What follows belongs to an exercise in optimizing a design on an open flow for small area, a short achievable clock period and few clock cycles per item; a production flow would make more cautious choices.
Only simulation tests tie the RTL to the original design; equivalence was not proved.
Power and IR drop assume default switching activity.

===== flow/flow/run.sh =====
#!/bin/bash
# Standard layout, with the port buffers that buffer_ports inserts made
# plain buf_4 cells instead of the library's delay buffers, so that paths
# from the inputs and to the outputs are not slowed by them, and with a
# clock tree built without dummy loads. ORFS writes each step's full log
# under orfs/logs; make's own output goes to make.log.
set -euo pipefail
bash standard.sh "BUFFER_PORTS_ARGS=-buffer_cell sky130_fd_sc_hd__buf_4" \
  "CTS_ARGS=-sink_clustering_enable -repair_clock_nets -dont_use_dummy_load -buf_list sky130_fd_sc_hd__clkbuf_8 -sink_clustering_size 20" \
  finish > make.log 2>&1

===== flow/standard.sh =====
#!/bin/bash
# synth_recipe.tcl (not shown) runs the flow's synth.tcl, then flattens the netlist and writes it again
# the make line also repeats each setting of config.mk as NAME=value (left out here)
make -C /OpenROAD-flow-scripts/flow DESIGN_CONFIG=/design/flow/config.mk WORK_HOME=/design/flow/orfs CLKGATE_MAP_FILE= SYNTH_SCRIPT=/design/flow/synth_recipe.tcl "${@:-finish}"

===== flow/config.mk =====
export PLATFORM = sky130hd
export DESIGN_NAME = sorted_priority_queue
export DESIGN_NICKNAME = sorted_priority_queue
export VERILOG_FILES = /design/flow/design.v
export SDC_FILE = /design/flow/constraint.sdc
export NUM_CORES = 4
export LEC_CHECK = 0
export CAP_MARGIN = 20
export CORE_MARGIN = 2
export CORE_UTILIZATION = 55
export CTS_BUF_LIST = sky130_fd_sc_hd__clkbuf_8
export CTS_CLUSTER_SIZE = 20
export SETUP_SLACK_MARGIN = 1.9
export SLEW_MARGIN = 20
export SYNTH_HIERARCHICAL = 1

===== flow/constraint.sdc =====
create_clock -name core_clock -period 4.4 [get_ports {i_clk}]
set_input_delay 0.8800 -clock core_clock [delete_from_list [all_inputs] [get_ports {i_clk}]]
set_output_delay 0.8800 -clock core_clock [all_outputs]
set_load 0.01 [all_outputs]

===== flow/design.v =====
package spq_pkg;
    localparam int ValueW  = 16;
    localparam int WeightW = 24;
    localparam int SlotW   = 1 + ValueW + WeightW;
    localparam logic       CMD_ENQ  = 1'b0;
    localparam logic       CMD_DEQ  = 1'b1;
    localparam logic [1:0] ST_OK    = 2'd0;
    localparam logic [1:0] ST_EMPTY = 2'd1;
    localparam logic [1:0] ST_FULL  = 2'd2;
endpackage
module spq_cell (
    input  logic                        i_clk,
    input  logic                        i_rst_n,
    input  logic                        i_load,        
    input  logic                        i_set,         
    input  logic                        i_write,       
    input  logic                        i_clear,       
    input  logic                        i_inc,         
    input  logic                        i_dec,         
    input  logic [3:0]                  i_rank,        
    input  logic [spq_pkg::SlotW-2:0]   i_new,         
    input  logic [spq_pkg::WeightW-1:0] i_new_wt_n,    
    output logic                        o_valid,
    output logic [3:0]                  o_rank,
    output logic [spq_pkg::SlotW-2:0]   o_data,
    output logic                        o_gt,          
    output logic                        o_ge           
);
    localparam int WtW = spq_pkg::WeightW;
    function automatic logic [1:0] cmp_node(input logic [1:0] hi, input logic [1:0] lo);
        cmp_node = {hi[1] | (hi[0] & lo[1]), hi[0] & lo[0]};
    endfunction
    function automatic logic [1:0] cmp_w(input logic [WtW-1:0] a, input logic [WtW-1:0] nb);
        logic [WtW-1:0]   g0, p0;
        logic [WtW/2-1:0] g1, p1;
        logic [WtW/4-1:0] g2, p2;
        logic [WtW/8-1:0] g3, p3;
        logic [1:0]       r;
        g0 = a & nb;
        p0 = a | nb;
        for (int i = 0; i < WtW/2; i++) {g1[i], p1[i]} = cmp_node({g0[2*i+1], p0[2*i+1]}, {g0[2*i], p0[2*i]});
        for (int i = 0; i < WtW/4; i++) {g2[i], p2[i]} = cmp_node({g1[2*i+1], p1[2*i+1]}, {g1[2*i], p1[2*i]});
        for (int i = 0; i < WtW/8; i++) {g3[i], p3[i]} = cmp_node({g2[2*i+1], p2[2*i+1]}, {g2[2*i], p2[2*i]});
        r = cmp_node({g3[2], p3[2]}, cmp_node({g3[1], p3[1]}, {g3[0], p3[0]}));
        cmp_w = {r[1], r[1] | r[0]};
    endfunction
    assign {o_gt, o_ge} = cmp_w(o_data[WtW-1:0], i_new_wt_n);
    always_ff @(posedge i_clk) begin
        if (!i_rst_n) begin
            o_valid <= 1'b0;
        end else if (i_set) begin
            o_valid <= 1'b1;
        end else if (i_clear) begin
            o_valid <= 1'b0;
        end
    end
    always_ff @(posedge i_clk) begin
        if (i_load) begin
            o_data <= i_new;
        end
    end
    logic [3:0] w_rank;
    assign w_rank = i_write ? i_rank : o_rank;
    always_ff @(posedge i_clk) begin
        if (i_inc) begin
            o_rank <= w_rank + 4'd1;
        end else if (i_dec) begin
            o_rank <= w_rank - 4'd1;
        end else if (i_write) begin
            o_rank <= i_rank;
        end
    end
endmodule
module sorted_priority_queue #(
    parameter int DEPTH = 16
) (
    input  logic        i_clk,
    input  logic        i_rst_n,
    input  logic        s_axis_tvalid,
    output logic        s_axis_tready,
    input  logic [39:0] s_axis_tdata,   
    input  logic [0:0]  s_axis_tuser,   
    output logic        m_axis_tvalid,
    input  logic        m_axis_tready,
    output logic [23:0] m_axis_tdata,   
    output logic [1:0]  m_axis_tuser    
);
    localparam int ValW  = spq_pkg::ValueW;
    localparam int WtW   = spq_pkg::WeightW;
    localparam int SlotW = spq_pkg::SlotW;
    localparam int CntW  = $clog2(DEPTH + 1);
    localparam int RkW   = 4;
    logic [DEPTH-1:0]                w_valid;
    logic [DEPTH-1:0][RkW-1:0]       w_rank;
    logic [DEPTH-1:0][SlotW-2:0]     w_data;      
    logic [DEPTH-1:0]                w_head;      
    logic [DEPTH-1:0]                w_second;    
    logic [DEPTH-1:0]                w_third;     
    logic [DEPTH-1:0]                r_head;      
    logic [DEPTH-1:0]                r_second;    
    logic [DEPTH-1:0]                w_second_nx;
    logic [DEPTH-1:0]                w_first_a;   
    logic [DEPTH-1:0]                w_first_b;   
    logic [DEPTH-1:0]                r_pf;        
    logic [DEPTH-1:0]                w_valid_nx;  
    logic [DEPTH-1:0]                w_head_nx;   
    logic [RkW-1:0]                  w_pos;       
    logic              r_p_ee;                    
    logic              r_p_de;                    
    logic [DEPTH-1:0]  r_p_c;                     
    logic              r_p_h0;                    
    logic              w_p_h0;
    logic [CntW-1:0]   r_count;                   
    logic [CntW-1:0]   w_count_n;
    logic              r_out_valid;
    logic [ValW-1:0]   r_out_value;
    logic [1:0]        r_out_status;
    logic              r_out_empty;
    logic [CntW-1:0]   r_out_count;
    logic [ValW-1:0]   w_head_val;
    logic [DEPTH-1:0]  w_head_old;                
    logic [ValW-1:0]   r_p_val;                   
    logic [1:0]        w_status;
    logic              w_accept;
    logic              w_cmd_deq;
    logic              w_full, w_empty;
    logic [WtW-1:0]    w_wt;
    logic [DEPTH-1:0]  w_gt, w_ge;                
    logic [DEPTH-1:0]  w_c_nx;
    assign w_wt      = s_axis_tdata[39:16];
    assign w_cmd_deq = (s_axis_tuser[0] == spq_pkg::CMD_DEQ);
    for (genvar j = 0; j < DEPTH; j++) begin : g_nx
        assign w_valid_nx[j] = (r_p_ee && r_pf[j]) || (w_valid[j] && !(r_p_de && w_head[j]));
        always_comb begin
            if (r_p_ee)      w_head_nx[j] = w_p_h0 ? r_pf[j] : w_head[j];
            else if (r_p_de) w_head_nx[j] = w_second[j];
            else             w_head_nx[j] = w_head[j];
        end
        assign w_c_nx[j] = w_valid_nx[j] && (w_head_nx[j] ? !w_gt[j] : !w_ge[j]);
    end
    assign s_axis_tready = i_rst_n && (!r_out_valid || m_axis_tready);
    assign w_accept      = s_axis_tvalid && s_axis_tready;
    assign w_full        = (r_count == CntW'(DEPTH));
    assign w_empty       = (r_count == '0);
    always_comb begin
        w_count_n = r_count;
        w_status  = spq_pkg::ST_OK;
        if (!w_cmd_deq) begin
            if (w_full) w_status  = spq_pkg::ST_FULL;
            else        w_count_n = r_count + CntW'(1);
        end else begin
            if (w_empty) w_status  = spq_pkg::ST_EMPTY;
            else         w_count_n = r_count - CntW'(1);
        end
    end
    always_ff @(posedge i_clk) begin
        if (!i_rst_n) begin
            r_p_ee      <= 1'b0;
            r_p_de      <= 1'b0;
            r_count     <= '0;
            r_out_valid <= 1'b0;
        end else begin
            r_p_ee <= w_accept && !w_cmd_deq && !w_full;
            r_p_de <= w_accept &&  w_cmd_deq && !w_empty;
            if (w_accept) begin
                r_count     <= w_count_n;
                r_out_valid <= 1'b1;
            end else if (m_axis_tready) begin
                r_out_valid <= 1'b0;
            end
        end
    end
    always_comb begin
        if (r_p_ee) begin
            if (w_p_h0)                               w_second_nx = w_head;
            else if ((r_p_c & w_second) == '0)        w_second_nx = r_pf;
            else                                      w_second_nx = w_second;
        end else if (r_p_de) begin
            w_second_nx = w_third;
        end else begin
            w_second_nx = w_second;
        end
    end
    always_ff @(posedge i_clk) begin
        if (!i_rst_n) begin
            r_head   <= '0;
            r_second <= '0;
        end else begin
            r_head   <= w_head_nx;
            r_second <= w_second_nx;
        end
    end
    assign w_head   = r_head;
    assign w_second = r_second;
    always_ff @(posedge i_clk) begin
        r_p_c <= w_c_nx;
        if (r_p_ee && w_p_h0) r_p_h0 <= ((r_pf & ~w_gt) == '0);
        else                  r_p_h0 <= ((w_head_old & ~w_gt) == '0);
    end
    assign w_p_h0 = r_p_h0;
    always_ff @(posedge i_clk) begin
        if (r_p_ee)           r_pf <= w_first_b;
        else if (|w_first_a)  r_pf <= w_first_a;
        else                  r_pf <= w_head;
    end
    assign w_head_old = r_p_de ? w_second : w_head;
    always_comb begin
        w_head_val = '0;
        for (int j = 0; j < DEPTH; j++)
            w_head_val = w_head_val | (w_data[j][SlotW-2:WtW] & {ValW{w_head_old[j]}});
        if (r_p_ee && w_p_h0) w_head_val = r_p_val;
    end
    always_ff @(posedge i_clk) begin
        r_p_val <= s_axis_tdata[15:0];
    end
    always_ff @(posedge i_clk) begin
        if (w_accept) begin
            r_out_value  <= (w_cmd_deq && !w_empty) ? w_head_val : '0;
            r_out_status <= w_status;
            r_out_empty  <= (w_count_n == '0);
            r_out_count  <= w_count_n;
        end
    end
    assign m_axis_tvalid = r_out_valid;
    assign m_axis_tdata  = {2'b00, r_out_count, r_out_empty, r_out_value};
    assign m_axis_tuser  = r_out_status;
    function automatic logic [3:0] count8(input logic [7:0] v);
        logic [7:0] t, o;
        t = v;
        for (int p = 1; p < 8; p = p * 2)
            for (int k = p; k >= 1; k = k / 2)
                for (int j = k % p; j + k < 8; j = j + 2 * k)
                    for (int i = 0; i < k; i++)
                        if (i + j + k < 8 && ((i + j) / (p * 2)) == ((i + j + k) / (p * 2))) begin
                            o = t;
                            o[i+j]   = t[i+j] | t[i+j+k];
                            o[i+j+k] = t[i+j] & t[i+j+k];
                            t = o;
                        end
        count8 = {t[7], t[3] & !t[7], (t[1] & !t[3]) | (t[5] & !t[7]),
                  (t[0] & !t[1]) | (t[2] & !t[3]) | (t[4] & !t[5]) | (t[6] & !t[7])};
    endfunction
    logic [DEPTH-1:0]  r_pd_f;                    
    logic [3:0]        r_pd_lo, r_pd_hi;          
    logic              r_pd_h2;                   
    always_ff @(posedge i_clk) begin
        if (!i_rst_n) begin
            r_pd_f <= '0;
        end else begin
            r_pd_f <= r_p_ee ? r_pf : '0;
        end
    end
    always_ff @(posedge i_clk) begin
        r_pd_lo <= count8(r_p_c[7:0]);
        r_pd_hi <= count8(r_p_c[15:8]);
        r_pd_h2 <= ((r_p_c & w_second) != '0) && ((r_p_c & ~(w_head | w_second)) == '0);
    end
    assign w_pos = r_pd_lo + r_pd_hi;
    for (genvar j = 0; j < DEPTH; j++) begin : g_sel
        assign w_third[j]  = w_valid[j] && (r_pd_f[j] ? r_pd_h2 : (w_rank[j] == RkW'(2)));
        if (j == 0) begin : g_first
            assign w_first_a[j] = !w_valid[j];
            assign w_first_b[j] = !w_valid[j] && !r_pf[j];
        end else begin : g_rest
            assign w_first_a[j] = !w_valid[j] && (&w_valid[j-1:0]);
            assign w_first_b[j] = !w_valid[j] && !r_pf[j] && (&(w_valid[j-1:0] | r_pf[j-1:0]));
        end
    end
    for (genvar j = 0; j < DEPTH; j++) begin : g_cell
        spq_cell u_cell (
            .i_clk   (i_clk),
            .i_rst_n (i_rst_n),
            .i_load  (!w_valid_nx[j]),
            .i_set   (r_p_ee && r_pf[j]),
            .i_write (r_pd_f[j]),
            .i_clear (r_p_de && w_head[j]),
            .i_inc   (r_p_ee && !r_p_c[j]),
            .i_dec   (r_p_de),
            .i_rank  (w_pos),
            .i_new   ({s_axis_tdata[15:0], w_wt}),
            .i_new_wt_n (~w_wt),
            .o_gt    (w_gt[j]),
            .o_ge    (w_ge[j]),
            .o_valid (w_valid[j]),
            .o_rank  (w_rank[j]),
            .o_data  (w_data[j])
        );
    end
endmodule

==> notes.md, run 1 <==
The flow ran to the end and the layout has no timing, DRC or antenna violations. The number of instances on the worst hold path came out at 1. The core footprint is 70,300 um^2.

The nature of the critical path endpoint is a register. The routability congestion estimate from global placement came out at 0.969. Entering global routing, the biggest net connects 56 pins.

Of the synthesized area, sequential elements account for 0.607. The final net count came out at 3,723. No sink is reached through more buffers than the 3 on the longest clock path.

The number of port buffers came out at 70. The required time at the endpoint of the critical path is 5.05 ns. The total negative slack for setup checks came out at 0 ns. Setup repair after global routing could not meet its margin everywhere. IR analysis of the VDD net gives a maximum drop of 0.278 mV. The number of remaining DRC errors is 0. The global-route total usage across every layer is 0.330. In the synthesized netlist the dominant register cell turns out to be edfxtp_1. The area growth from synthesis to final layout came out at 18.2%. The library cell appearing most often on the critical path is buf_4. The total power density per cell area is 411 nW/um^2.

Hold repair after CTS inserted 0 buffers. The relative slew slack is 0.397. After layout, the minimum clock period comes to 2.70 ns.

The TritonCTS clock tree is done. The kind of critical path is in2reg. The via count of the first global-routing pass came out at 29,800.

The buffers plus inverters on the worst setup path came out at 5. CTS saw 858 sinks. The iteration count of the initial detailed-routing pass came out at 8. The max-slew violation count came out at 0. The final worst hold slack came out at 0.281 ns. The distinct cell type count after synthesis came out at 73. The startpoint type of the worst setup path is a primary input. The count of flip-flops with a built-in enable after synthesis came out at 664. Summing every instance area after synthesis gives 39,200 um^2. The number of nets with antenna violations after routing came out at 0.

The number of maximum-capacitance constraint violations is 0. The peak fanout along the critical path is 8. The post-CTS clock slew at the launch and capture registers of the worst setup and hold paths is 0.05 ns.

For this design, the slowest cell found on the critical path is a222oi_1. The analysis attributes to cell leakage a power of 16.5 nW. For this design the top-level I/O count stands at 73. The detailed-route wire length per cell is 27.6 um. The tree is rooted in a clkbuf_8. The number of antenna violations at the first check in global routing is 3. The source-to-sink clock delay at the later pin of the worst-skew pair came out at 0.82 ns. The die covers 73,500 um^2.

The post-synthesis cell count came out at 3,260. The sum of overflow across all layers after global routing came out at 0. In the finished design, the share of the clock period the worst path needs comes to 0.613. The area share of the largest cell type after synthesis came out at 0.508. The arrival time at the worst endpoint came out at 3.34 ns. The number of cells on the worst reg-to-reg path came out at 11. For this run, asynchronously set or reset flops after synthesis account for 0.

The total wire length after detailed routing is 126,000 um. The utilization after layout came out at 0.660. The largest total area in the synthesized netlist belongs to edfxtp_1. The mean post-synth cell area is 12.0 um^2.

The starting density of the core is 0.558. The final route contains 31,400 vias. The cell depth of the worst setup path is 14. The total chip power is 0.0190 W. The measured slew at the worst slew-check pin came out at 0.904 ns.

The path class of the tightest hold or removal check is in2reg. The largest clock skew in the final design came out at 0.114 ns. The vias per cell came out at 6.86. The y dimension of the die came out at 271 um. The first global-routing pass estimated 182,000 um of wire. The final count of negative-setup-slack endpoints is 0. The die is 271 um wide. The final hold violation count was 0. In this design, the largest share of critical-path delay is due to compound AO/OA/AOI/OAI gates. Summed over all nets, the half-perimeter wirelength after detailed placement is 78,100 um. The maximum level of the CTS H-tree is 4. The count of state elements after synthesis is 858. The number of buffers created by CTS is 142. The standard-cell row count is 97.

The filler cell count in the final layout is 5,201. Traced cell by cell, the critical path runs through buf_16, clkinvlp_4, buf_4, buf_4, o22ai_1, nor4_2, nand3_1, o21ai_2, nor2_1, o21bai_2, inv_2, a222oi_1, nand4_1, o21ai_1. The upper clock frequency limit came out at 0.371 GHz.

The DRC violation total after the first TritonRoute iteration is 4,344. The count of synthesis-stage warnings from yosys came out at 8. Of the cells placed in the final design, the portion with a size suffix greater than 1 is 0.214. After synthesis, the cell types taking the most area are edfxtp_1, dfxtp_1, nor2_1.

In this design, the stage delay of the slowest critical-path cell is 0.34 ns.
-- Yosys stat by module, one instance, submodules excluded --
module | cells inside | copies in the design | cell area, um^2
sorted_priority_queue | 1148 | 1 | 9370
spq_cell | 132 | 16 | 1870
-- report_power, final --
| group | total, W | internal [W] | switching, W |
|---|---|---|---|
| Clock | 0.00568 | 0.00284 | 0.00284 |
| Combinational | 0.00344 | 0.00145 | 0.00199 |
| Sequential | 0.00991 | 0.00946 | 0.000448 |
| Total | 0.0190 | 0.0137 | 0.00528 |
-- final cells by class --
cell class | count | area (um^2) | share of cell area
Inverter | 133 | 583 | 0.0126
Tap cell | 940 | 1180 | 0.0254
Timing Repair Buffer | 316 | 3160 | 0.0681
Clock buffer | 142 | 1950 | 0.0422
Antenna cell | 1 | 2.50 | 0.0000540
Sequential cell | 858 | 23800 | 0.514
Timing Repair inverter | 4 | 27.5 | 0.000594
Multi-Input combinational cell | 2185 | 15600 | 0.337
-- cell usage in the layout, fill, tap and decap left out, types with 19 or more instances in the layout --
cell type	synthesis	routed
a211oi_1	69	62
a21oi_1	145	125
a221oi_1	43	41
a22o_1	45	45
a22oi_1	107	106
a311oi_1	20	20
a31oi_1	99	89
and2_1	33	33
and4_1	19	19
buf_12	0	27
buf_4	3	240
buf_6	0	26
clkbuf_8	0	142
clkinvlp_4	0	24
dfxtp_1	194	186
edfxtp_1	664	664
ha_1	37	36
inv_1	133	106
maj3_2	32	32
mux2_2	66	49
mux2i_1	66	65
nand2_1	158	157
nand2b_1	20	20
nand3_1	32	27
nand4_1	28	28
nor2_1	265	255
nor2b_1	37	34
nor3_1	58	52
o211ai_1	21	21
o21a_1	20	20
o21ai_0	152	117
o21ai_1	16	39
o21ai_2	16	27
o21bai_1	51	38
o22a_1	36	36
o22ai_1	156	142
o32ai_1	23	23
xnor2_1	39	39
-- state kept, by name, indices dropped and copies added (netlist names), 2 cells and up --
signal                 count
g_cell.u_cell.o_data     640
g_cell.u_cell.o_rank      64
g_cell.u_cell.o_valid     16
r_count                    5
r_head                    16
r_out_count                5
r_out_status               2
r_out_value               16
r_p_c                     16
r_p_val                   16
r_pd_f                    16
r_pd_hi                    4
r_pd_lo                    4
r_pf                      16
r_second                  16
-- synth_stat cells, drive strengths merged, types with 21 or more instances --
| cell | count |
|---|---|
| o32ai | 23 |
| nor3 | 58 |
| nor2 | 265 |
| a22o | 45 |
| clkbuf | 53 |
| nor4 | 39 |
| o22ai | 156 |
| nand4 | 29 |
| dfxtp | 194 |
| inv | 133 |
| maj3 | 36 |
| o211ai | 21 |
| and2 | 33 |
| edfxtp | 664 |
| a22oi | 107 |
| nand2 | 158 |
| o21bai | 51 |
| xnor2 | 39 |
| or2 | 21 |
| nor2b | 37 |
| o22a | 36 |
| nand3 | 32 |
| mux2 | 66 |
| buf | 32 |
| o21ai | 184 |
| mux2i | 66 |
| ha | 37 |
| a21oi | 145 |
| a221oi | 43 |
| a31oi | 99 |
| a211oi | 69 |
-- kinds of logic (layout without fill, tap and decap cells) --
kind of cell    after synthesis  count (layout)  share of synthesized area
compound gates             1164            1164                      0.206
xor+xnor                     56              56                     0.0125
fa+ha+maj                    74              74                     0.0225
buf+inv                     218             595                     0.0219
flops                       858             858                      0.607
mux                         132             132                     0.0358
other cells                   1               3                  0.0000956
simple gates                757             757                     0.0942
-- metal layers --
layer | wire, um | global-route usage
met5 | 10 | 0
met4 | 5260 | 0.147
met3 | 11900 | 0.0594
met2 | 57900 | 0.512
met1 | 51300 | 0.456
-- through the flow --
stage	std cells	setup WS [ns]	instance area (um^2)
3_3_place_gp	4287	0.528	41800
4_1_cts	4492	1.79	44800
2_1_floorplan	3261	1.28	39500
5_1_grt	4579	1.60	46400
6_report	4579	1.70	46400
3_5_place_dp	4287	0.556	41800
-- timing repair --
item,in CTS,in global routing
gates resized for setup,123,173
setup endpoints to repair,108,72
gates cloned,7,7
pin swaps,35,68
buffers inserted,56,79
-- worst reg2reg max path: stages (launching register included) --
cell,delay (ns)
edfxtp_1,0.40
or2_1,0.26
maj3_2,0.32
o21ai_2,0.06
o21ai_1,0.09
maj3_2,0.36
o21bai_2,0.26
inv_1,0.11
a222oi_1,0.08
and3_1,0.22
nand4_1,0.08
o21ai_1,0.08
-- final timing paths --
path,startpoint,to,slack (ns)
worst max-delay path,s_axis_tdata[27],r_p_h0$_DFF_P_,1.70
worst min-delay path,s_axis_tdata[9],r_p_val[9]$_DFF_P_,0.28
worst max register to register,g_cell[5].u_cell.o_data[21]$_DFFE_PP_,r_p_h0$_DFF_P_,1.88
worst min register to register,r_second[2]$_SDFFE_PN0P_,r_second[2]$_SDFFE_PN0P_,0.51
Testbench counts, summed over its fixed seeds: cycles 16,008, items 16,000.
==> run 2: changes to the inputs <==
--- a/flow/design.v
+++ b/flow/design.v
@@ -127,6 +127,8 @@
     logic [WtW-1:0]    w_wt;
     logic [DEPTH-1:0]  w_gt, w_ge;                
     logic [DEPTH-1:0]  w_c_nx;
+    logic [DEPTH-1:0]  w_pf_nx;
+    logic [DEPTH-1:0]  r_load;                    
     assign w_wt      = s_axis_tdata[39:16];
     assign w_cmd_deq = (s_axis_tuser[0] == spq_pkg::CMD_DEQ);
     for (genvar j = 0; j < DEPTH; j++) begin : g_nx
@@ -198,10 +200,20 @@
         else                  r_p_h0 <= ((w_head_old & ~w_gt) == '0);
     end
     assign w_p_h0 = r_p_h0;
-    always_ff @(posedge i_clk) begin
-        if (r_p_ee)           r_pf <= w_first_b;
-        else if (|w_first_a)  r_pf <= w_first_a;
-        else                  r_pf <= w_head;
+    always_comb begin
+        if (r_p_ee)           w_pf_nx = w_first_b;
+        else if (|w_first_a)  w_pf_nx = w_first_a;
+        else                  w_pf_nx = w_head;
+    end
+    always_ff @(posedge i_clk) begin
+        r_pf <= w_pf_nx;
+    end
+    always_ff @(posedge i_clk) begin
+        if (!i_rst_n) begin
+            r_load <= '1;
+        end else begin
+            r_load <= ~w_valid_nx & ~(w_pf_nx & {DEPTH{w_accept && !w_cmd_deq && !w_full}});
+        end
     end
     assign w_head_old = r_p_de ? w_second : w_head;
     always_comb begin
@@ -270,7 +282,7 @@
         spq_cell u_cell (
             .i_clk   (i_clk),
             .i_rst_n (i_rst_n),
-            .i_load  (!w_valid_nx[j]),
+            .i_load  (r_load[j] || (r_p_de && w_head[j])),
             .i_set   (r_p_ee && r_pf[j]),
             .i_write (r_pd_f[j]),
             .i_clear (r_p_de && w_head[j]),
==> notes.md, run 2 <==
The register-to-register setup slack is 1.88 ns (about the same). The via count of the first global-routing pass is 29,800 (about the same). The largest net degree at the start of global routing came out at 65 (was 56). The kind of critical path was in2reg (unchanged). The fraction of registers with async set or reset after synthesis came out at 0 (unchanged). The max-slew violation count was 0 (unchanged). The number of maximum-capacitance constraint violations came out at 0 (unchanged).

The final count of negative-setup-slack endpoints was 0 (unchanged). The cell type with the largest total area after synthesis is edfxtp_1 (unchanged). The area share of the largest cell type after synthesis is 0.501 (was 0.508).

The relative slew slack came to 0.230 (was 0.397). The post-place instance area came out at 42,100 um^2 (was 41,800 um^2). The most used flip-flop cell after synthesis is edfxtp_1 (unchanged). The highest ir drop seen on vdd came out at 0.288 mV (was 0.278 mV). The vias per cell is 6.84 (was 6.86). The filler cell count in the final layout is 5,444 (was 5,201). The register ranked first by flip-flop count is g_cell.u_cell.o_data (unchanged).

The count of state elements after synthesis was 874 (was 858). The detailed-route wire length per cell is 27.7 um (was 27.6 um). The cell area after layout was 46,400 um^2 (about the same). Highest-count cells in the layout ignoring fill and taps: edfxtp_1, nor2_1, buf_4 (unchanged). The number of nets with antenna violations after routing is 0 (unchanged).

Largest registers ranked by flip-flop count: g_cell.u_cell.o_data (640), g_cell.u_cell.o_rank (64) (unchanged). The startpoint of the worst register-to-register path is g_cell[15].u_cell.o_data[16]$_DFFE_PP_ (was g_cell[5].u_cell.o_data[21]$_DFFE_PP_). The total I/O pin count came out at 73 (unchanged). The final hold violation count is 0 (unchanged). The y dimension of the die came to 273 um (was 271 um). The die area came out at 74,600 um^2 (was 73,500 um^2).

The source-to-sink clock delay at the later pin of the worst-skew pair is 0.83 ns (was 0.82 ns). The post-DP HPWL is 79,600 um (was 78,100 um). The deepest clock path buffer count came to 3 (unchanged).

The total number of vias came out at 31,700 (was 31,400). The total power density per cell area came to 419 nW/um^2 (was 411 nW/um^2). The area taken by multi-input logic gates was 15,700 um^2 (was 15,600 um^2). The time the worst path needs with I/O delays and setup came out at 2.66 ns (was 2.70 ns). The most frequent cell after synthesis is edfxtp_1 (unchanged).

The final worst hold slack came to 0.259 ns (was 0.281 ns). The number of buffers created by CTS is 149 (was 142). The utilization after layout is 0.648 (was 0.660). The largest clock skew in the final design came out at 0.0988 ns (was 0.114 ns).

The total routed wire length on the met1 layer came out at 52,700 um (was 51,300 um). The number of remaining DRC errors is 0 (unchanged). RSZ-0062 raised after global routing: true (unchanged). The core footprint is 71,600 um^2 (was 70,300 um^2). The starting density of the core came out at 0.556 (was 0.558). The count of flip-flops with a built-in enable after synthesis is 664 (unchanged).

The die boundary width came to 273 um (was 271 um). The upper clock frequency limit came to 0.377 GHz (was 0.371 GHz). The number of antenna violations at the first check in global routing is 3 (unchanged).

The DRC violation total after the first TritonRoute iteration came to 4,279 (was 4,344). The met3 wire length came out at 13,200 um (was 11,900 um). The part of the cycle the worst path needs came to 0.603 (was 0.613). The peak fanout along the critical path came out at 18 (was 8). The post-CTS clock slew at the launch and capture registers of the worst setup and hold paths came out at 0.06 ns (was 0.05 ns). Top area cells in the synthesized netlist: edfxtp_1, dfxtp_1, a22oi_1 (was edfxtp_1, dfxtp_1, nor2_1). The maximum level of the CTS H-tree was 4 (unchanged). The number of cells on the worst reg-to-reg path was 12 (was 11). The post-synth design cell area is 39,800 um^2 (was 39,200 um^2). The TritonCTS clock tree was done (unchanged).

The measured slew at the worst slew-check pin came to 1.15 ns (was 0.904 ns). The endpoint of the most critical setup path was r_p_h0$_DFF_P_ (unchanged). The root buffer cell was clkbuf_8 (unchanged). The distinct cell type count after synthesis is 74 (was 73). The area growth from synthesis to final layout came out at 16.5% (was 18.2%). The total negative slack for setup checks was 0 ns (unchanged). The total number of clock tree sinks is 874 (was 858). Synth top cells by count: edfxtp_1, nor2_1, dfxtp_1, a21oi_1, o22ai_1 (was edfxtp_1, nor2_1, dfxtp_1, nand2_1, o22ai_1).

The iteration count of the initial detailed-routing pass came out at 8 (unchanged). The number of flip-flops in the largest register came out at 640 (unchanged). The end of the worst register-to-register path was r_p_h0$_DFF_P_ (unchanged). The class of the worst hold path is in2reg (unchanged). The leakage power of the design is 16.4 nW (was 16.5 nW). The nature of the critical path endpoint is a register (unchanged). The launching instance or port of the critical path is s_axis_tdata[25] (was s_axis_tdata[27]). The arrival time at the worst endpoint is 3.37 ns (was 3.34 ns). The global-route total usage across every layer is 0.335 (was 0.330). The fraction of final layout cells with drive strength greater than 1 came out at 0.211 (was 0.214). The most common cell after layout, fill and taps aside was edfxtp_1 (unchanged).

The routability congestion estimate from global placement came out at 0.944 (was 0.969). The top routing layer in use is met5 (unchanged). Result of the run: finished clean (unchanged). The sum of overflow across all layers after global routing is 0 (unchanged). The count of synthesis-stage warnings from yosys came to 8 (unchanged).

The portion of the post-synthesis area used by sequential elements came out at 0.606 (was 0.607). The startpoint type of the worst setup path is a primary input (unchanged). The total wire length after detailed routing came out at 129,000 um (was 126,000 um). The final net count is 3,773 (was 3,723). The mean post-synth cell area came to 12.0 um^2 (about the same). The standard-cell row count is 98 (was 97). The detailed-routed wire length on met2 came to 57,300 um (was 57,900 um). The number of port buffers is 70 (unchanged). The area taken by flip-flops and latches was 24,200 um^2 (was 23,800 um^2). The required time at the endpoint of the critical path came out at 5.11 ns (was 5.05 ns).

The post-synthesis cell count is 3,329 (was 3,260). The global-route wire length before repair came out at 185,000 um (was 182,000 um).
run 2: routing by layer:
| layer | vias up | GRT usage |
|---|---|---|
| met1 | 15600 | 0.468 |
| met5 | - | 0 |
| met2 | 1831 | 0.504 |
| li1 | 13900 | - |
| met3 | 322 | 0.0701 |
| met4 | 2 | 0.151 |
run 2: cell families after synthesis:
kind of cell / share of synthesized area
multiplexers: 0.0353
adder cells (fa/ha/maj): 0.0222
XOR/XNOR: 0.0123
flip-flops: 0.606
other: 0.0000942
AO/OA/AOI/OAI: 0.206
buffers and inverters: 0.0219
AND/OR/NAND/NOR: 0.0964
run 2: worst min path at each step:
stage	start	to	slack (ns)	cells after the start
floorplan	r_second[13]$_SDFFE_PN0P_	r_second[13]$_SDFFE_PN0P_	0.46	2
global placement	r_second[13]$_SDFFE_PN0P_	r_second[13]$_SDFFE_PN0P_	0.48	2
detailed placement	r_second[5]$_SDFFE_PN0P_	r_second[5]$_SDFFE_PN0P_	0.49	2
CTS	s_axis_tdata[0]	r_p_val[0]$_DFF_P_	0.21	1
global route	s_axis_tdata[37]	g_cell[0].u_cell.o_data[21]$_DFFE_PP_	0.23	1
finish	s_axis_tdata[37]	g_cell[0].u_cell.o_data[21]$_DFFE_PP_	0.26	1
run 2: where the power goes:
| group | switching, W | leakage [nW] | internal, W |
|---|---|---|---|
| Sequential | 0.000495 | 8.72 | 0.00964 |
| Clock | 0.00290 | 1.07 | 0.00297 |
| Combinational | 0.00203 | 6.65 | 0.00144 |
run 2: final cells by class:
type                       count  area share
antenna                        1   0.0000539
tap                          950      0.0256
clock buffer                 149      0.0442
timing repair inverter        11     0.00156
timing repair buffer         289      0.0572
inverter                     134      0.0128
multi-input combinational   2231       0.338
sequential                   874       0.520
run 2: what timing repair did:
action | CTS | global route
hold buffers | 0 | 0
setup endpoints to repair | 471 | 81
resized for setup | 64 | 204
pin swaps | 5 | 53
cloned | 8 | 5
buffers inserted | 42 | 73
hold endpoints to repair | 0 | 0
run 2: worst max-delay path, stage by stage:
cell	delay [ns]
buf_6	0.15
clkinvlp_4	0.20
buf_4	0.15
buf_4	0.09
nor2_1	0.04
nor4_1	0.33
buf_4	0.21
nand3_1	0.10
o21ai_1	0.20
nor2_1	0.10
o21bai_4	0.21
o22ai_1	0.13
a221oi_1	0.30
nand4_1	0.15
o21ai_1	0.09
run 2: modules after synthesis, one instance, submodules excluded:
module / cells inside / flops+latches / times used / area [um^2]
sorted_priority_queue: 1217 / 154 / 1 / 9980
spq_cell: 132 / 45 / 16 / 1870
run 2: through the flow:
| step | setup WS [ns] | std cells | total power [W] |
|---|---|---|---|
| after floorplan | 1.28 | 3330 | 0.0122 |
| after detailed placement | 0.401 | 4360 | 0.0134 |
| after global placement | 0.354 | 4360 | 0.0132 |
| final | 1.74 | 4639 | 0.0195 |
| after global routing | 1.66 | 4639 | 0.0202 |
| after CTS | 1.74 | 4559 | 0.0193 |
Testbench counts of run 2, summed over its fixed seeds: cycles 16,008, items 16,000.
==> run 3: changes to the inputs <==
--- a/flow/design.v
+++ b/flow/design.v
@@ -108,8 +108,8 @@
     logic              r_p_ee;                    
     logic              r_p_de;                    
     logic [DEPTH-1:0]  r_p_c;                     
-    logic              r_p_h0;                    
-    logic              w_p_h0;
+    logic [1:0]        r_p_z;                     
+    logic              w_p_h0;                    
     logic [CntW-1:0]   r_count;                   
     logic [CntW-1:0]   w_count_n;
     logic              r_out_valid;
@@ -127,6 +127,8 @@
     logic [WtW-1:0]    w_wt;
     logic [DEPTH-1:0]  w_gt, w_ge;                
     logic [DEPTH-1:0]  w_c_nx;
+    logic [DEPTH-1:0]  w_c_a, w_c_b;
+    logic              w_h0e;                     
     logic [DEPTH-1:0]  w_pf_nx;
     logic [DEPTH-1:0]  r_load;                    
     assign w_wt      = s_axis_tdata[39:16];
@@ -138,8 +140,11 @@
             else if (r_p_de) w_head_nx[j] = w_second[j];
             else             w_head_nx[j] = w_head[j];
         end
-        assign w_c_nx[j] = w_valid_nx[j] && (w_head_nx[j] ? !w_gt[j] : !w_ge[j]);
+        assign w_c_a[j] = w_valid_nx[j] && (r_pf[j] ? !w_gt[j] : !w_ge[j]);
+        assign w_c_b[j] = w_valid_nx[j] && (w_head_old[j] ? !w_gt[j] : !w_ge[j]);
     end
+    assign w_h0e  = r_p_ee && w_p_h0;
+    assign w_c_nx = w_h0e ? w_c_a : w_c_b;
     assign s_axis_tready = i_rst_n && (!r_out_valid || m_axis_tready);
     assign w_accept      = s_axis_tvalid && s_axis_tready;
     assign w_full        = (r_count == CntW'(DEPTH));
@@ -196,10 +201,10 @@
     assign w_second = r_second;
     always_ff @(posedge i_clk) begin
         r_p_c <= w_c_nx;
-        if (r_p_ee && w_p_h0) r_p_h0 <= ((r_pf & ~w_gt) == '0);
-        else                  r_p_h0 <= ((w_head_old & ~w_gt) == '0);
+        if (w_h0e) r_p_z <= {w_c_a[15:8] == '0, w_c_a[7:0] == '0};
+        else       r_p_z <= {w_c_b[15:8] == '0, w_c_b[7:0] == '0};
     end
-    assign w_p_h0 = r_p_h0;
+    assign w_p_h0 = &r_p_z;
     always_comb begin
         if (r_p_ee)           w_pf_nx = w_first_b;
         else if (|w_first_a)  w_pf_nx = w_first_a;
==> flow/flow/run.sh (replaced) <==
#!/bin/bash
# Standard layout, with the port buffers that buffer_ports inserts made
# plain buf_4 cells instead of the library's delay buffers, so that paths
# from the inputs and to the outputs are not slowed by them. ORFS writes
# each step's full log under orfs/logs; make's own output goes to make.log.
set -euo pipefail
bash standard.sh "BUFFER_PORTS_ARGS=-buffer_cell sky130_fd_sc_hd__buf_4" finish > make.log 2>&1
==> notes.md, run 3 <==
The total number of clock tree sinks came out at 875 (was 874). The via count of the first global-routing pass came out at 30,200 (was 29,800). The total wire length after detailed routing came out at 130,000 um (was 129,000 um).

The sum of overflow across all layers after global routing is 0 (unchanged). The mean post-synth cell area came out at 11.8 um^2 (was 12.0 um^2). The area share of the largest cell type after synthesis is 0.496 (was 0.501). The largest net degree at the start of global routing was 61 (was 65).

The portion of the post-synthesis area used by sequential elements was 0.601 (was 0.606). The iteration count of the initial detailed-routing pass was 7 (was 8). The upper clock frequency limit is 0.383 GHz (was 0.377 GHz). The filler cell count in the final layout is 5,514 (was 5,444).

The register ranked first by flip-flop count was g_cell.u_cell.o_data (unchanged). The final net count came to 3,805 (was 3,773). The startpoint type of the worst setup path is a primary input (unchanged). The measured slew at the worst slew-check pin is 1.17 ns (was 1.15 ns).

Synth top cells by count: edfxtp_1, nor2_1, dfxtp_1, a21oi_1, o21ai_0 (was edfxtp_1, nor2_1, dfxtp_1, a21oi_1, o22ai_1). The part of the cycle the worst path needs is 0.593 (was 0.603). RSZ-0062 raised after global routing: true (unchanged). Top area cells in the synthesized netlist: edfxtp_1, dfxtp_1, a22oi_1 (unchanged). The number of port buffers came out at 70 (unchanged).

The y dimension of the die came to 274 um (was 273 um). The detailed-route wire length per cell is 27.2 um (was 27.7 um). The core footprint came out at 72,700 um^2 (was 71,600 um^2).

The number of cells in the finished layout apart from fillers came to 4,802 (was 4,639). The fraction of registers with async set or reset after synthesis came out at 0 (unchanged). The number of antenna violations at the first check in global routing is 3 (unchanged).

The max-slew violation count is 0 (unchanged). The number of maximum-capacitance constraint violations was 0 (unchanged). The final worst hold slack came out at 0.262 ns (was 0.259 ns). The fraction of final layout cells with drive strength greater than 1 is 0.219 (was 0.211).

The count of synthesis-stage warnings from yosys came out at 8 (unchanged). The required time at the endpoint of the critical path is 5.16 ns (was 5.11 ns). The relative slew slack came out at 0.219 (was 0.230).

The final hold violation count came out at 0 (unchanged). The most common cell after layout, fill and taps aside is edfxtp_1 (unchanged). The most used flip-flop cell after synthesis is edfxtp_1 (unchanged). The most frequent cell after synthesis was edfxtp_1 (unchanged). The number of remaining DRC errors came out at 0 (unchanged). The total negative slack for setup checks came out at 0 ns (unchanged). The source-to-sink clock delay at the later pin of the worst-skew pair is 0.84 ns (was 0.83 ns).

The nature of the critical path endpoint is a register (unchanged). The arrival time at the worst endpoint is 3.37 ns (about the same). The cell type with the largest total area after synthesis is edfxtp_1 (unchanged).

The number of nets with antenna violations after routing is 0 (unchanged). Result of the run: finished clean (unchanged). The total I/O pin count is 73 (unchanged). The DRC violation total after the first TritonRoute iteration was 4,222 (was 4,279). The final count of negative-setup-slack endpoints came out at 0 (unchanged). The global-route total usage across every layer came out at 0.337 (was 0.335). The distinct cell type count after synthesis came out at 78 (was 74). The utilization after layout came out at 0.653 (was 0.648).

The post-CTS clock slew at the launch and capture registers of the worst setup and hold paths is 0.07 ns (was 0.06 ns). The count of state elements after synthesis is 875 (was 874). The peak fanout along the critical path is 17 (was 18). The post-synth design cell area is 40,200 um^2 (was 39,800 um^2). The number of buffers created by CTS is 148 (was 149). The total number of vias came out at 32,500 (was 31,700). Highest-count cells in the layout ignoring fill and taps: edfxtp_1, nor2_1, buf_4 (unchanged). The kind of critical path is in2reg (unchanged).

The standard-cell row count came out at 99 (was 98). The TritonCTS clock tree is done (unchanged). The vias per cell is 6.77 (was 6.84). The total power density per cell area was 433 nW/um^2 (was 419 nW/um^2). The peak per-stage delay on the critical path is 0.51 ns (was 0.33 ns). The routability congestion estimate from global placement is 0.927 (was 0.944).

The global-route wire length before repair is 188,000 um (was 185,000 um). The root buffer cell is clkbuf_8 (unchanged). The die boundary width came out at 274 um (was 273 um). The maximum level of the CTS H-tree is 4 (unchanged). The largest clock skew in the final design is 0.0458 ns (was 0.0988 ns). The starting density of the core was 0.553 (was 0.556). The time the worst path needs with I/O delays and setup came out at 2.61 ns (was 2.66 ns). The die area came out at 75,300 um^2 (was 74,600 um^2). The number of flip-flops in the largest register is 640 (unchanged). The number of cells in the design after placement came to 4,404 (was 4,360).

The post-DP HPWL came out at 80,000 um (was 79,600 um). The standard cell with the maximum stage delay on the critical path was or4_1 (was nor4_1). The class of the worst hold path is in2reg (unchanged). The count of flip-flops with a built-in enable after synthesis is 664 (unchanged). The highest ir drop seen on vdd came to 0.366 mV (was 0.288 mV). The deepest clock path buffer count came to 3 (unchanged).

Largest registers ranked by flip-flop count: g_cell.u_cell.o_data (640), g_cell.u_cell.o_rank (64) (unchanged). Ordered list of cells on the worst path: buf_12, clkinvlp_4, buf_8, nor2_1, nor4_2, nand3_2, o21ai_2, nor2_2, o21bai_2, mux2i_1, a22o_1, or4_1, o21ai_1 (was buf_6, clkinvlp_4, buf_4, buf_4, nor2_1, nor4_1, buf_4, nand3_1, o21ai_1, nor2_1, o21bai_4, o22ai_1, a221oi_1, nand4_1, o21ai_1). The post-synthesis cell count came out at 3,396 (was 3,329).

The leakage power of the design came out at 17.2 nW (was 16.4 nW). The area growth from synthesis to final layout is 18.2% (was 16.5%).
-- run 3: final timing paths --
check / start / endpoint / slack, ns / cells past startpoint
worst max-delay path: s_axis_tdata[29] / r_p_z[1]$_DFF_P_ / 1.79 / 13
worst min-delay path: s_axis_tdata[6] / r_p_val[6]$_DFF_P_ / 0.26 / 1
worst max register to register: r_p_de$_SDFF_PN0_ / r_out_value[0]$_SDFFCE_PN0P_ / 1.85 / 5
worst min register to register: r_out_valid$_SDFFE_PN0P_ / r_out_valid$_SDFFE_PN0P_ / 0.54 / 2
-- run 3: logic make-up after synthesis --
| kind of cell | count (synthesis) | synth area share |
|---|---|---|
| compound gates | 1248 | 0.213 |
| flops | 875 | 0.601 |
| simple gates | 812 | 0.0990 |
| buf+inv | 206 | 0.0200 |
| mux | 124 | 0.0331 |
| fa+ha+maj | 74 | 0.0220 |
| xor+xnor | 56 | 0.0122 |
| other cells | 1 | 0.0000933 |
-- run 3: through the flow --
| stage | area [um^2] | power (W) | setup slack, ns |
|---|---|---|---|
| global route | 47500 | 0.0214 | 1.67 |
| detailed placement | 42400 | 0.0135 | 0.330 |
| finish | 47500 | 0.0206 | 1.79 |
| floorplan | 40500 | 0.0123 | 1.13 |
| CTS | 46100 | 0.0204 | 1.69 |
| global placement | 42400 | 0.0133 | 0.385 |
-- run 3: cell type report --
class	count	area, um^2	share of cell area
Antenna cell	2	5.00	0.000105
Clock buffer	158	2170	0.0458
Clock inverter	111	617	0.0130
Inverter	103	484	0.0102
Multi-Input combinational cell	2317	16500	0.346
Sequential cell	875	24200	0.509
Tap cell	959	1200	0.0253
Timing Repair Buffer	261	2290	0.0481
Timing Repair inverter	16	115	0.00242
-- run 3: what timing repair did --
action	4_1_cts	5_1_grt
pin swaps	10	67
hold buffers	0	0
cloned	13	5
gates resized for setup	79	215
setup buffers	54	55
endpoints found under the setup margin	358	106
-- run 3: worst max-delay path: cells and delay by family --
| family | cells | cell delay [ns] |
|---|---|---|
| muxes | 1 | 0.11 |
| buffers and inverters | 3 | 0.45 |
| AOI/OAI and AO/OA | 4 | 0.72 |
| and+or+nand+nor | 5 | 1.17 |
-- run 3: power breakdown --
group / internal [W] / leakage, nW / switching [W]
Combinational: 0.00145 / 6.78 / 0.00214
Clock: 0.00345 / 1.66 / 0.00344
Sequential: 0.00964 / 8.73 / 0.000456
Total: 0.0145 / 17.2 / 0.00604
-- run 3: modules after synthesis, one instance, submodules excluded --
module,flops+latches,copies in the design,cell area (um^2)
spq_cell,45,16,1870
sorted_priority_queue,155,1,10300
-- run 3: metal layers --
metal	global-route usage	up-vias	share of wire
met5	0	-	0
met4	0.121	0	0.034
met3	0.0660	272	0.096
met2	0.518	1795	0.45
met1	0.477	16100	0.42
li1	-	14300	-
Testbench counts of run 3, summed over its fixed seeds: cycles 16,008, items 16,000.
==> run 4: changes to the inputs <==
--- a/flow/design.v
+++ b/flow/design.v
@@ -23,8 +23,9 @@
     output logic                        o_valid,
     output logic [3:0]                  o_rank,
     output logic [spq_pkg::SlotW-2:0]   o_data,
-    output logic                        o_gt,          
-    output logic                        o_ge           
+    input  logic                        i_valid_nx,    
+    input  logic                        i_head_nx,     
+    output logic                        o_front        
 );
     localparam int WtW = spq_pkg::WeightW;
     function automatic logic [1:0] cmp_node(input logic [1:0] hi, input logic [1:0] lo);
@@ -44,7 +45,9 @@
         r = cmp_node({g3[2], p3[2]}, cmp_node({g3[1], p3[1]}, {g3[0], p3[0]}));
         cmp_w = {r[1], r[1] | r[0]};
     endfunction
-    assign {o_gt, o_ge} = cmp_w(o_data[WtW-1:0], i_new_wt_n);
+    logic w_gt, w_ge;
+    assign {w_gt, w_ge} = cmp_w(o_data[WtW-1:0], i_new_wt_n);
+    assign o_front = i_valid_nx && (i_head_nx ? !w_gt : !w_ge);
     always_ff @(posedge i_clk) begin
         if (!i_rst_n) begin
             o_valid <= 1'b0;
@@ -125,12 +128,7 @@
     logic              w_cmd_deq;
     logic              w_full, w_empty;
     logic [WtW-1:0]    w_wt;
-    logic [DEPTH-1:0]  w_gt, w_ge;                
     logic [DEPTH-1:0]  w_c_nx;
-    logic [DEPTH-1:0]  w_c_a, w_c_b;
-    logic              w_h0e;                     
-    logic [DEPTH-1:0]  w_pf_nx;
-    logic [DEPTH-1:0]  r_load;                    
     assign w_wt      = s_axis_tdata[39:16];
     assign w_cmd_deq = (s_axis_tuser[0] == spq_pkg::CMD_DEQ);
     for (genvar j = 0; j < DEPTH; j++) begin : g_nx
@@ -140,11 +138,7 @@
             else if (r_p_de) w_head_nx[j] = w_second[j];
             else             w_head_nx[j] = w_head[j];
         end
-        assign w_c_a[j] = w_valid_nx[j] && (r_pf[j] ? !w_gt[j] : !w_ge[j]);
-        assign w_c_b[j] = w_valid_nx[j] && (w_head_old[j] ? !w_gt[j] : !w_ge[j]);
-    end
-    assign w_h0e  = r_p_ee && w_p_h0;
-    assign w_c_nx = w_h0e ? w_c_a : w_c_b;
+    end
     assign s_axis_tready = i_rst_n && (!r_out_valid || m_axis_tready);
     assign w_accept      = s_axis_tvalid && s_axis_tready;
     assign w_full        = (r_count == CntW'(DEPTH));
@@ -201,24 +195,13 @@
     assign w_second = r_second;
     always_ff @(posedge i_clk) begin
         r_p_c <= w_c_nx;
-        if (w_h0e) r_p_z <= {w_c_a[15:8] == '0, w_c_a[7:0] == '0};
-        else       r_p_z <= {w_c_b[15:8] == '0, w_c_b[7:0] == '0};
+        r_p_z <= {w_c_nx[15:8] == '0, w_c_nx[7:0] == '0};
     end
     assign w_p_h0 = &r_p_z;
-    always_comb begin
-        if (r_p_ee)           w_pf_nx = w_first_b;
-        else if (|w_first_a)  w_pf_nx = w_first_a;
-        else                  w_pf_nx = w_head;
-    end
-    always_ff @(posedge i_clk) begin
-        r_pf <= w_pf_nx;
-    end
-    always_ff @(posedge i_clk) begin
-        if (!i_rst_n) begin
-            r_load <= '1;
-        end else begin
-            r_load <= ~w_valid_nx & ~(w_pf_nx & {DEPTH{w_accept && !w_cmd_deq && !w_full}});
-        end
+    always_ff @(posedge i_clk) begin
+        if (r_p_ee)           r_pf <= w_first_b;
+        else if (|w_first_a)  r_pf <= w_first_a;
+        else                  r_pf <= w_head;
     end
     assign w_head_old = r_p_de ? w_second : w_head;
     always_comb begin
@@ -287,7 +270,7 @@
         spq_cell u_cell (
             .i_clk   (i_clk),
             .i_rst_n (i_rst_n),
-            .i_load  (r_load[j] || (r_p_de && w_head[j])),
+            .i_load  (!w_valid_nx[j]),
             .i_set   (r_p_ee && r_pf[j]),
             .i_write (r_pd_f[j]),
             .i_clear (r_p_de && w_head[j]),
@@ -296,8 +279,9 @@
             .i_rank  (w_pos),
             .i_new   ({s_axis_tdata[15:0], w_wt}),
             .i_new_wt_n (~w_wt),
-            .o_gt    (w_gt[j]),
-            .o_ge    (w_ge[j]),
+            .i_valid_nx (w_valid_nx[j]),
+            .i_head_nx  (w_head_nx[j]),
+            .o_front    (w_c_nx[j]),
             .o_valid (w_valid[j]),
             .o_rank  (w_rank[j]),
             .o_data  (w_data[j])
==> notes.md, run 4 <==
The total negative slack for setup checks is 0 ns (unchanged). The kind of critical path is reg2reg (was in2reg). The deepest clock path buffer count is 3 (unchanged).

The cell type with the largest total area after synthesis was edfxtp_1 (unchanged). The count of synthesis-stage warnings from yosys came out at 8 (unchanged). The standard-cell row count came out at 97 (was 99). The die area came out at 72,200 um^2 (was 75,300 um^2).

The register ranked first by flip-flop count was g_cell.u_cell.o_data (unchanged). The maximum level of the CTS H-tree came to 4 (unchanged). The end of the worst register-to-register path is r_p_z[0]$_DFF_P_ (was r_out_value[0]$_SDFFCE_PN0P_).

The startpoint of the worst register-to-register path was r_p_de$_SDFF_PN0_ (unchanged). The post-synth design cell area came out at 38,500 um^2 (was 40,200 um^2). The distinct cell type count after synthesis came out at 80 (was 78). The leakage power of the design came out at 16.7 nW (was 17.2 nW). The upper clock frequency limit was 0.344 GHz (was 0.383 GHz). The number of antenna violations at the first check in global routing is 5 (was 3).

The fraction of final layout cells with drive strength greater than 1 came out at 0.188 (was 0.219). The total I/O pin count was 73 (unchanged). The global-route wire length before repair came out at 177,000 um (was 188,000 um).

The measured slew at the worst slew-check pin was 1.06 ns (was 1.17 ns). The die boundary width came to 269 um (was 274 um). The area growth from synthesis to final layout is 15.1% (was 18.2%). The required time at the endpoint of the critical path is 5.16 ns (about the same).

The global-route total usage across every layer was 0.337 (about the same). The area share of the largest cell type after synthesis was 0.518 (was 0.496). The final net count came out at 3,472 (was 3,805).

The number of nets with antenna violations after routing is 0 (unchanged). The arrival time at the worst endpoint came to 3.66 ns (was 3.37 ns). The most used flip-flop cell after synthesis was edfxtp_1 (unchanged). The sum of overflow across all layers after global routing was 0 (unchanged). The register-to-register setup slack is 1.50 ns (was 1.85 ns).

Highest-count cells in the layout ignoring fill and taps: edfxtp_1, nor2_1, dfxtp_1 (was edfxtp_1, nor2_1, buf_4). The total power density per cell area was 448 nW/um^2 (was 433 nW/um^2). The final hold violation count came out at 0 (unchanged). The number of buffers created by CTS is 145 (was 148). The final worst hold slack is 0.283 ns (was 0.262 ns). The routability congestion estimate from global placement was 0.951 (was 0.927). The mean post-synth cell area is 12.3 um^2 (was 11.8 um^2).

The post-CTS clock slew at the launch and capture registers of the worst setup and hold paths is 0.07 ns (about the same). The largest clock skew in the final design came out at 0.0449 ns (was 0.0458 ns). The core footprint was 69,700 um^2 (was 72,700 um^2). The source-to-sink clock delay at the later pin of the worst-skew pair is 0.82 ns (was 0.84 ns).

The relative slew slack came out at 0.293 (was 0.219). The class of the worst hold path is in2reg (unchanged). The startpoint type of the worst setup path is a register (was primary input). The number of instances on the worst hold path is 1 (unchanged). The portion of the post-synthesis area used by sequential elements is 0.619 (was 0.601). The total wire length after detailed routing is 124,000 um (was 130,000 um). The fraction of registers with async set or reset after synthesis came out at 0 (unchanged). The peak fanout along the critical path was 6 (was 17). The number of cells in the finished layout apart from fillers is 4,449 (was 4,802). The most common cell after layout, fill and taps aside is edfxtp_1 (unchanged). The total number of clock tree sinks is 859 (was 875).

The number of flip-flops in the largest register is 640 (unchanged). The detailed-route wire length per cell came out at 27.8 um (was 27.2 um). Result of the run: finished clean (unchanged).

The starting density of the core is 0.553 (about the same). The post-DP HPWL is 78,700 um (was 80,000 um). The TritonCTS clock tree was done (unchanged). The number of remaining DRC errors is 0 (unchanged). The DRC violation total after the first TritonRoute iteration came out at 3,912 (was 4,222).

The y dimension of the die came out at 269 um (was 274 um). The total number of vias came out at 29,500 (was 32,500). The count of state elements after synthesis came out at 859 (was 875).

The nature of the critical path endpoint is a register (unchanged). The via count of the first global-routing pass is 27,200 (was 30,200). The startpoint of the tightest hold check path is s_axis_tdata[12] (was s_axis_tdata[6]). The highest ir drop seen on vdd is 0.308 mV (was 0.366 mV). The post-synthesis cell count is 3,134 (was 3,396).

The time the worst path needs with I/O delays and setup came out at 2.90 ns (was 2.61 ns). The destination of the worst hold path is r_p_val[12]$_DFF_P_ (was r_p_val[6]$_DFF_P_). The part of the cycle the worst path needs was 0.660 (was 0.593). The number of cells on the worst reg-to-reg path came out at 12 (was 5). The max-slew violation count is 0 (unchanged). RSZ-0062 raised after global routing: true (unchanged).

The most frequent cell after synthesis was edfxtp_1 (unchanged). The iteration count of the initial detailed-routing pass is 6 (was 7). The number of port buffers is 70 (unchanged). The vias per cell came out at 6.62 (was 6.77).

The final count of negative-setup-slack endpoints is 0 (unchanged). Largest registers ranked by flip-flop count: g_cell.u_cell.o_data (640), g_cell.u_cell.o_rank (64) (unchanged). Top area cells in the synthesized netlist: edfxtp_1, dfxtp_1, nor2_1 (was edfxtp_1, dfxtp_1, a22oi_1).

The largest net degree at the start of global routing is 81 (was 61). The root buffer cell is clkbuf_8 (unchanged). The count of flip-flops with a built-in enable after synthesis is 664 (unchanged). The filler cell count in the final layout is 5,414 (was 5,514). Synth top cells by count: edfxtp_1, nor2_1, dfxtp_1, a21oi_1, nand2_1 (was edfxtp_1, nor2_1, dfxtp_1, a21oi_1, o21ai_0). The number of maximum-capacitance constraint violations came out at 0 (unchanged). The number of cells in the design after placement is 4,141 (was 4,404).
-- run 4: power breakdown --
part,switching (W),internal (W),leakage [nW],total (W)
Clock,0.00333,0.00365,1.68,0.00698
Sequential,0.000432,0.00946,8.60,0.00990
Combinational,0.00175,0.00124,6.45,0.00299
-- run 4: modules after synthesis, one instance, submodules excluded --
module | flip-flops and latches | cell area, um^2 | cells inside
spq_cell | 45 | 1850 | 128
sorted_priority_queue | 139 | 8900 | 1086
-- run 4: final cells by class --
class | instances | area [um^2] | share of cell area
Multi-Input combinational cell | 2092 | 14400 | 0.325
Timing Repair Buffer | 181 | 1530 | 0.0344
Clock buffer | 165 | 2270 | 0.0512
Antenna cell | 5 | 12.5 | 0.000282
Tap cell | 940 | 1180 | 0.0265
Clock inverter | 97 | 582 | 0.0131
Inverter | 105 | 477 | 0.0107
Sequential cell | 859 | 23900 | 0.538
Timing Repair inverter | 5 | 32.5 | 0.000734
-- run 4: how the worst max path moves through the flow --
stage | start | to | slack, ns | cells past startpoint
2_1_floorplan | r_p_de$_SDFF_PN0_ | r_p_z[0]$_DFF_P_ | 1.19 | 13
3_3_place_gp | s_axis_tdata[33] | r_p_z[0]$_DFF_P_ | 0.09 | 10
3_5_place_dp | s_axis_tdata[33] | r_p_z[0]$_DFF_P_ | 0.13 | 10
4_1_cts | r_p_z[1]$_DFF_P_ | r_p_z[1]$_DFF_P_ | 1.47 | 11
5_1_grt | r_p_de$_SDFF_PN0_ | r_p_z[0]$_DFF_P_ | 1.41 | 12
6_report | r_p_de$_SDFF_PN0_ | r_p_z[0]$_DFF_P_ | 1.50 | 12
-- run 4: per-layer routing --
layer	vias up	wire length [um]	GRT usage
met2	1570	56200	0.521
met5	-	13	0
met4	2	5230	0.138
met3	296	11900	0.0627
met1	14600	50400	0.472
li1	13000	-	-
-- run 4: kinds of logic (layout without fill, tap and decap cells) --
logic type / Yosys count / in the layout / share of synthesized area
flip-flops: 859 / 859 / 0.619
multiplexers: 98 / 98 / 0.0291
other: 1 / 7 / 0.0000973
XOR/XNOR: 54 / 54 / 0.0123
AND/OR/NAND/NOR: 842 / 842 / 0.108
AO/OA/AOI/OAI: 1037 / 1037 / 0.194
buffers and inverters: 184 / 553 / 0.0197
adder cells (fa/ha/maj): 59 / 59 / 0.0180
-- run 4: through the flow --
stage	area [um^2]	power (W)	worst slack, ns	util
after floorplan	38700	0.0119	1.19	-
after global placement	40600	0.0127	0.0941	0.583
after detailed placement	40600	0.0129	0.131	0.583
after CTS	43900	0.0198	1.47	0.630
after global routing	44300	0.0206	1.41	0.636
final	44300	0.0199	1.50	0.637
-- run 4: what timing repair did --
| action | in CTS | in global routing |
|---|---|---|
| pin swaps | 6 | 28 |
| resized for setup | 34 | 105 |
| setup buffers | 28 | 8 |
| hold buffers | 0 | 0 |
| setup endpoints to repair | 303 | 88 |
| cloned | 3 | 2 |
-- run 4: critical path: stages, from the launching register on --
cell	delay, ns
dfxtp_4	0.41
buf_12	0.12
buf_12	0.11
mux2_4	0.30
nor2_1	0.12
a31oi_2	0.10
o21bai_4	0.23
o32ai_2	0.20
and3_4	0.23
o311ai_1	0.09
a31o_2	0.30
or4_4	0.54
nor2_2	0.11
Testbench counts of run 4, summed over its fixed seeds: cycles 16,008, items 16,000.
==> run 5: changes to the inputs <==
--- a/flow/config.mk
+++ b/flow/config.mk
@@ -7,7 +7,7 @@
 export LEC_CHECK = 0
 export CAP_MARGIN = 20
 export CORE_MARGIN = 2
-export CORE_UTILIZATION = 55
+export CORE_UTILIZATION = 65
 export CTS_BUF_LIST = sky130_fd_sc_hd__clkbuf_8
 export CTS_CLUSTER_SIZE = 20
 export SETUP_SLACK_MARGIN = 1.9
==> notes.md, run 5 <==
Result of the run: finished clean (unchanged). The upper clock frequency limit is 0.342 GHz (was 0.344 GHz). RSZ-0062 raised after global routing: true (unchanged). The total number of vias is 29,900 (was 29,500).

The detailed-route wire length per cell is 28.2 um (was 27.8 um). The root buffer cell is clkbuf_8 (unchanged). The post-CTS clock slew at the launch and capture registers of the worst setup and hold paths is 0.06 ns (was 0.07 ns). The number of remaining DRC errors came out at 0 (unchanged). The global-route total usage across every layer is 0.389 (was 0.337). The standard cell with the maximum stage delay on the critical path is or4_1 (was or4_4). The total power density per cell area was 448 nW/um^2 (about the same). The post-synth design cell area came out at 38,500 um^2 (unchanged). The mean post-synth cell area is 12.3 um^2 (unchanged). The kind of critical path is reg2reg (unchanged).

The peak per-stage delay on the critical path is 0.51 ns (was 0.54 ns). The number of antenna violations at the first check in global routing is 3 (was 5). The portion of the post-synthesis area used by sequential elements is 0.619 (unchanged). The required time at the endpoint of the critical path is 5.14 ns (was 5.16 ns). The count of flip-flops with a built-in enable after synthesis was 664 (unchanged). The distinct cell type count after synthesis came out at 80 (unchanged). The count of state elements after synthesis came out at 859 (unchanged). The DRC violation total after the first TritonRoute iteration is 4,491 (was 3,912). The core footprint came out at 58,800 um^2 (was 69,700 um^2). The fraction of final layout cells with drive strength greater than 1 was 0.177 (was 0.188).

The iteration count of the initial detailed-routing pass came to 8 (was 6). The final net count was 3,461 (was 3,472). The peak fanout along the critical path came out at 6 (unchanged). The die boundary width is 247 um (was 269 um). The starting density of the core is 0.655 (was 0.553). The fraction of registers with async set or reset after synthesis came out at 0 (unchanged). The TritonCTS clock tree is done (unchanged).

The register ranked first by flip-flop count is g_cell.u_cell.o_data (unchanged). The library cell appearing most often on the critical path is nor2_1 (was buf_12). The standard-cell row count came out at 89 (was 97). Largest registers ranked by flip-flop count: g_cell.u_cell.o_data (640), g_cell.u_cell.o_rank (64) (unchanged).

The most used flip-flop cell after synthesis is edfxtp_1 (unchanged). The y dimension of the die came to 247 um (was 269 um). The source-to-sink clock delay at the later pin of the worst-skew pair is 0.81 ns (was 0.82 ns). The maximum level of the CTS H-tree is 4 (unchanged). The total number of clock tree sinks is 859 (unchanged). The largest net degree at the start of global routing came to 75 (was 81).

The total negative slack for setup checks is 0 ns (unchanged). The most frequent cell after synthesis was edfxtp_1 (unchanged). The area growth from synthesis to final layout is 13.8% (was 15.1%). The deepest clock path buffer count came out at 3 (unchanged).

The area share of the largest cell type after synthesis is 0.518 (unchanged). The cell type with the largest total area after synthesis is edfxtp_1 (unchanged). The number of flip-flops in the largest register came out at 640 (unchanged). The relative slew slack came out at 0.338 (was 0.293). The sum of overflow across all layers after global routing came to 0 (unchanged). Ordered list of cells on the worst path: buf_6, buf_4, mux2_4, nor2_1, a31oi_1, o21bai_1, o32ai_1, and3_1, o311ai_1, a31o_2, or4_1, nor2_1 (was buf_12, buf_12, mux2_4, nor2_1, a31oi_2, o21bai_4, o32ai_2, and3_4, o311ai_1, a31o_2, or4_4, nor2_2). The number of buffers created by CTS came to 139 (was 145). The total chip power came out at 0.0196 W (was 0.0199 W). The time the worst path needs with I/O delays and setup is 2.92 ns (was 2.90 ns). The nature of the critical path endpoint is a register (unchanged). The post-synthesis cell count came out at 3,134 (unchanged). The max-slew violation count came out at 0 (unchanged). The largest clock skew in the final design is 0.0415 ns (was 0.0449 ns). The global-route wire length before repair is 174,000 um (was 177,000 um).

The final count of negative-setup-slack endpoints came out at 0 (unchanged). The total wire length after detailed routing came out at 120,000 um (was 124,000 um). The final hold violation count is 0 (unchanged). Top area cells in the synthesized netlist: edfxtp_1, dfxtp_1, nor2_1 (unchanged). The startpoint type of the worst setup path is a register (unchanged). The total I/O pin count came out at 73 (unchanged). The number of port buffers came out at 70 (unchanged). The number of maximum-capacitance constraint violations came out at 0 (unchanged). The leakage power of the design is 16.6 nW (was 16.7 nW). The vias per cell was 7.00 (was 6.62).

The count of synthesis-stage warnings from yosys came out at 8 (unchanged). The measured slew at the worst slew-check pin came to 0.992 ns (was 1.06 ns). The most common cell after layout, fill and taps aside is edfxtp_1 (unchanged).

The arrival time at the worst endpoint is 3.66 ns (about the same). The highest ir drop seen on vdd is 0.455 mV (was 0.308 mV). The class of the worst hold path is in2reg (unchanged). The die area is 61,200 um^2 (was 72,200 um^2).

Synth top cells by count: edfxtp_1, nor2_1, dfxtp_1, a21oi_1, nand2_1 (unchanged). Highest-count cells in the layout ignoring fill and taps: edfxtp_1, nor2_1, dfxtp_1 (unchanged). The post-DP HPWL is 75,700 um (was 78,700 um).

The number of nets with antenna violations after routing came out at 0 (unchanged). The routability congestion estimate from global placement is 0.973 (was 0.951). The part of the cycle the worst path needs was 0.664 (was 0.660).

The via count of the first global-routing pass is 28,400 (was 27,200).
[run 5: cell counts after synthesis]
No cell type changed its count.
[run 5: cell type report]
type / instances / area, um^2
clock buffers: 154 / 2120
inverters: 105 / 480
diodes: 2 / 5.00
multi-input cells: 2092 / 14200
well taps: 773 / 967
fillers: 3758 / 15000
repair inverters: 2 / 15.0
clock inverters: 98 / 618
repair buffers: 179 / 1520
flip-flops and latches: 859 / 23900
[run 5: final timing paths]
path / start / slack, ns / endpoint / depth (start not counted)
min reg2reg: r_out_valid$_SDFFE_PN0P_ / 0.51 / r_out_valid$_SDFFE_PN0P_ / 2
max: r_p_de$_SDFF_PN0_ / 1.48 / r_p_z[1]$_DFF_P_ / 12
max reg2reg: r_p_de$_SDFF_PN0_ / 1.48 / r_p_z[1]$_DFF_P_ / 12
min: s_axis_tdata[12] / 0.30 / r_p_val[12]$_DFF_P_ / 1
[run 5: what timing repair did]
item / in CTS / in global routing
pin swaps: 5 / 7
gates resized for setup: 42 / 48
endpoints found under the setup margin: 276 / 93
setup buffers: 31 / 4
cloned: 1 / 1
hold buffers: 0 / 0
[run 5: power breakdown]
part / leakage (nW) / internal (W) / switching, W
Sequential: 8.60 / 0.00946 / 0.000441
Combinational: 6.40 / 0.00121 / 0.00173
Clock: 1.56 / 0.00346 / 0.00332
[run 5: cell families after synthesis]
kind of cell / Yosys count / share of synthesized area
simple gates: 842 / 0.108
xor+xnor: 54 / 0.0123
fa+ha+maj: 59 / 0.0180
buf+inv: 184 / 0.0197
compound gates: 1037 / 0.194
flops: 859 / 0.619
mux: 98 / 0.0291
other cells: 1 / 0.0000973
[run 5: Yosys stat by module, one instance, submodules excluded]
module / flops+latches / area (um^2) / copies in the design
sorted_priority_queue: 139 / 8900 / 1
spq_cell: 45 / 1850 / 16
[run 5: per-stage QoR]
| step | setup WS, ns | cells | hold slack [ns] | area [um^2] | utilization |
|---|---|---|---|---|---|
| global route | 1.40 | 4263 | 0.292 | 43800 | 0.745 |
| finish | 1.48 | 4264 | 0.297 | 43800 | 0.745 |
| detailed placement | 0.401 | 3972 | 0.503 | 40400 | 0.687 |
| global placement | 0.355 | 3972 | 0.495 | 40400 | 0.687 |
| floorplan | 1.19 | 3135 | 0.475 | 38700 | - |
| CTS | 1.57 | 4256 | 0.241 | 43600 | 0.742 |
[run 5: worst max-delay path, delay by kind of cell, from the launching register on]
family / cells / cell delay (ns)
DFF: 1 / 0.41
AOI/OAI and AO/OA: 5 / 0.92
muxes: 1 / 0.30
buffers and inverters: 2 / 0.26
and+or+nand+nor: 4 / 0.97
[run 5: layer usage]
metal | share of wire | global-route usage | up-vias
li1 | - | - | 12900
met1 | 0.37 | 0.512 | 14500
met2 | 0.45 | 0.596 | 2097
met3 | 0.12 | 0.0896 | 370
met4 | 0.055 | 0.221 | 4
met5 | 0.00072 | 0.00954 | -

## afterwards: timing with drivers on the ports
The flow's constraints put no driver on any port. The routed layouts listed below were extracted and timed again, unchanged, in two steps.
Step 1 assumes that a clkbuf_16 drives the clock port and a buf_2 every other input.
Step 2 adds t to the input delays and takes it off the output delays; t is the mean of the earliest and latest rising clock arrival at the registers after step 1. Input paths then give back, and output paths get back, about the clock's delay inside the block.
Three values: no drivers, after step 1, after step 2; two values: the first two.
| run | shift t [ns] | slack for setup (ns) | hold WS [ns] | worst register clock-pin slew, ns |
|---|---|---|---|---|
| run 1 | 0.831 | 1.703 / 1.707 / 0.877 | 0.281 / 0.245 / 0.506 | 0.06 / 0.06 |
| run 2 | 0.845 | 1.745 / 1.780 / 0.935 | 0.259 / 0.231 / 0.505 | 0.06 / 0.06 |
| run 3 | 0.879 | 1.791 / 1.807 / 0.928 | 0.262 / 0.225 / 0.536 | 0.07 / 0.07 |
| run 4 | 0.856 | 1.496 / 1.496 / 0.690 | 0.283 / 0.251 / 0.515 | 0.07 / 0.07 |
| run 5 | 0.852 | 1.479 / 1.479 / 0.670 | 0.297 / 0.268 / 0.508 | 0.07 / 0.07 |
After both steps setup and hold are still met in every run listed. For run 3, which loses most, drivers alone change the setup slack by +0.016 ns; drivers and shift together by -0.863 ns.
